This is an optimization exercise on Yosys and OpenROAD, whose aim is small area, a short achievable clock period and few clock cycles per item, not a production implementation. Only simulation tests tie the RTL to the original design; equivalence was not proved.

==> juniper <==
==> flow/design.v (excerpt) <==
module radix_string_to_integer_unit (
    input  logic                              i_clk,
    input  logic                              i_rst_n,
    input  logic                              i_valid,
    output logic                              o_ready,
    input  logic [7:0]                        i_ch,
    input  logic                              i_first,
    output logic                              o_valid,
    input  logic                              i_ready,
    output logic signed [rsti_pkg::VAL_W-1:0] o_value,
    input  logic                              i_cfg_we,
    input  logic [1:0]                        i_cfg_idx,
    input  logic [rsti_pkg::VAL_W-1:0]        i_cfg_data
);
    logic [7:0]                  r_booth;
    logic [4:0]                  r_rm1;
    logic [rsti_pkg::CNT_W-1:0]  r_digit_count;
    logic [rsti_pkg::VAL_W-1:0]  r_digits_low;
    logic [rsti_pkg::VAL_W-1:0]  r_digits_high;
    logic                        w_qvalid;
    rsti_pkg::t_tok              w_qtok;
    logic                        w_qpop;
    always_ff @(posedge i_clk) begin
        if (!i_rst_n) begin
            r_booth       <= rsti_pkg::booth(rsti_pkg::RST_RADIX);
            r_rm1         <= rsti_pkg::RST_RADIX - 5'd1;
            r_digit_count <= rsti_pkg::RST_DIGIT_COUNT;
            r_digits_low  <= rsti_pkg::RST_DIGITS_LOW;
  ...
export LEC_CHECK = 0
export ABC_AREA = 1
export CAP_MARGIN = 20
export CORE_MARGIN = 2
export CORE_UTILIZATION = 55
export PLACE_DENSITY = 0.7
export SETUP_SLACK_MARGIN = 2.6
export SLEW_MARGIN = 20
create_clock -name core_clock -period 6.5 [get_ports {i_clk}]
standard.sh (not shown) runs the stock make flow with config.mk's settings and CLKGATE_MAP_FILE= SYNTH_SCRIPT=/design/flow/synth_recipe.tcl, a recipe that flattens the netlist after the stock synthesis.
==> flow/flow/run.sh <==
#!/bin/bash
# Own flow: the standard layout (standard.sh, unchanged synthesis), with
# two changes:
#  - every input and output port still gets its own buffer, but a plain
#    sky130_fd_sc_hd__buf_1 rather than the delay cell buffer_ports picks by
#    itself;
#  - clock tree synthesis adds no dummy loads and drives the register
#    clusters with sky130_fd_sc_hd__clkbuf_4 (the tree above them is as
#    usual).
# standard.sh's output goes to standard.log; each ORFS step keeps its own log
# under orfs/logs/.
set -euo pipefail
bash standard.sh "BUFFER_PORTS_ARGS=-buffer_cell sky130_fd_sc_hd__buf_1" \
  "CTS_ARGS=-sink_clustering_enable -repair_clock_nets -dont_use_dummy_load -sink_clustering_buffer sky130_fd_sc_hd__clkbuf_4" \
  finish > standard.log 2>&1
==> inputs of maple, as changes to juniper <==
- CORE_UTILIZATION: 55 -> 60
- PLACE_DENSITY: 0.7 -> 0.75
==> inputs of violet, as changes to juniper <==
- SETUP_SLACK_MARGIN: 2.6 -> 2.8
==> inputs of sierra, as changes to juniper <==
- SETUP_SLACK_MARGIN: 2.6 -> 2.7
==> run notes <==
Cells and area
The buffering overhead is 0.0540. The top cell types in the final layout, fill and taps aside, are sky130_fd_sc_hd__nand2_1 (336), sky130_fd_sc_hd__xor2_1 (266), sky130_fd_sc_hd__inv_1 (252), sky130_fd_sc_hd__dfxtp_1 (216), sky130_fd_sc_hd__nor2_1 (200).

Detailed routing
The total wire length is 54,500 um.

Worst setup path
The number of cells on the worst reg-to-reg path is 17. The data arrival time of the critical path is around 4.3 ns. The end of the worst register-to-register path is u_back.r_lo[16]$_DFF_P_.

Die
The area of the placeable core is 33,500 um^2.

Timing
Dividing the final minimum period by the clock period gives 0.599.

Hold path
In this run the most critical hold path is launched from r_digits_high[18]$_SDFFE_PN0P_.

Placed design
The half-perimeter wire length after placement is 35,600 um.

Run status
The flow ran to the end and the layout has no timing, DRC or antenna violations.
The numbers above come from juniper.

==> run notes <==
Hold path
The worst hold path begins at r_digits_high[16]$_SDFFE_PN0P_.

Cells and area
The top cell types in the final layout, fill and taps aside, are sky130_fd_sc_hd__nand2_1 (336), sky130_fd_sc_hd__xor2_1 (263), sky130_fd_sc_hd__inv_1 (250), sky130_fd_sc_hd__dfxtp_1 (210), sky130_fd_sc_hd__nor2_1 (198). Measured on the final layout, buffering overhead outside the clock network stands at 0.0602.

Logic synthesis
By area the synthesized netlist is led by sky130_fd_sc_hd__dfxtp_1 (24%), sky130_fd_sc_hd__xor2_1 (13%), sky130_fd_sc_hd__ha_1 (9.2%).

Die
The core region is about 30,000 um^2.

Worst setup path
The worst register-to-register path ends at u_back.r_hi[29]$_DFF_P_. The number of cells on the worst reg-to-reg path is 19. For the worst setup path, the data arrival time is between 4 and 5 ns.

Detailed routing
The total wire length is between 50,000 and 60,000 um.

Timing
The share of the cycle needed by the critical path after routing is 0.605.

Run status
The run finished with no timing, DRC or antenna violations.

Placed design
The half-perimeter wire length after placement is 35,600 um.
The numbers above come from maple.

==> run notes <==
Worst setup path
The data arrival time of the critical path is 4.33 ns. The most repeated library cell on the critical path is sky130_fd_sc_hd__a21oi_4. The number of cells on the worst reg-to-reg path is 21.

The end of the worst register-to-register path is u_back.r_lo[16]$_DFF_P_.

Run status
The run finished with no timing, DRC or antenna violations.

Timing
Dividing the final minimum period by the clock period gives 0.599.

Cells and area
The top cell types in the final layout, fill and taps aside, are sky130_fd_sc_hd__nand2_1 (324), sky130_fd_sc_hd__xor2_1 (265), sky130_fd_sc_hd__inv_1 (247), sky130_fd_sc_hd__dfxtp_1 (211), sky130_fd_sc_hd__nor2_1 (199).

Hold path
The startpoint identified for the worst hold timing path is r_digits_high[46]$_SDFFE_PN0P_.

Die
The floorplan step defined a core boundary enclosing 33,500 um^2.
The numbers above come from sierra.

==> run notes <==
Worst setup path
The end of the worst register-to-register path is u_back.r_lo[18]$_DFF_P_. Data on the critical path arrives at its endpoint at 4.21 ns. Counting cells, the worst reg-to-reg path comes to 20.

Cells and area
The buffering overhead is 0.0656. The library cells used most frequently in the layout, excluding fill and tap cells, are sky130_fd_sc_hd__nand2_1 (322), sky130_fd_sc_hd__xor2_1 (263), sky130_fd_sc_hd__inv_1 (247), sky130_fd_sc_hd__dfxtp_1 (212), sky130_fd_sc_hd__nor2_1 (200).

Die
The floorplan step defined a core boundary enclosing 33,500 um^2.

Timing
The share of the cycle needed by the critical path after routing is 0.592.

Placed design
The half-perimeter wire length after placement is 36,200 um.

Run status
The run finished with no timing, DRC or antenna violations.
The numbers above come from violet.

Testbench counts of juniper, summed over its fixed seeds: cycles 18,815, items 18,783.
Testbench counts of maple, summed over its fixed seeds: cycles 18,815, items 18,783.
Testbench counts of violet, summed over its fixed seeds: cycles 18,815, items 18,783.
Testbench counts of sierra, summed over its fixed seeds: cycles 18,815, items 18,783.

[static timing again, ports no longer ideal]
In the flow no input, the clock included, has a driving cell. The finished layouts below were timed again as built, in two steps.
Step 1 assumes that a clkbuf_16 drives the clock port and a buf_2 every other input.
Step 2, shift: input delay + t, output delay - t, t = (earliest + latest rising clock arrival at the registers) / 2. This alone moves slack from input paths to output paths.
Slacks: ideal ports / drivers / drivers and shift; pairs: ideal ports / drivers.
| run | t, ns | slack for setup (ns) | worst slew at a driven data input, ns | pins driven straight from the clock port |
|---|---|---|---|---|
| juniper | 0.566 | 2.607 / 2.607 / 2.263 | 0.08 | 1 |
| maple | 0.579 | 2.571 / 2.571 / 2.221 | 0.06 | 1 |
| violet | 0.567 | 2.650 / 2.650 / 2.537 | 0.04 | 1 |
| sierra | 0.562 | 2.607 / 2.607 / 2.298 | 0.08 | 1 |
After both steps setup and hold are still met in every run listed. For maple, which loses most, drivers alone change the setup slack by 0.000 ns; drivers and shift together by -0.350 ns.
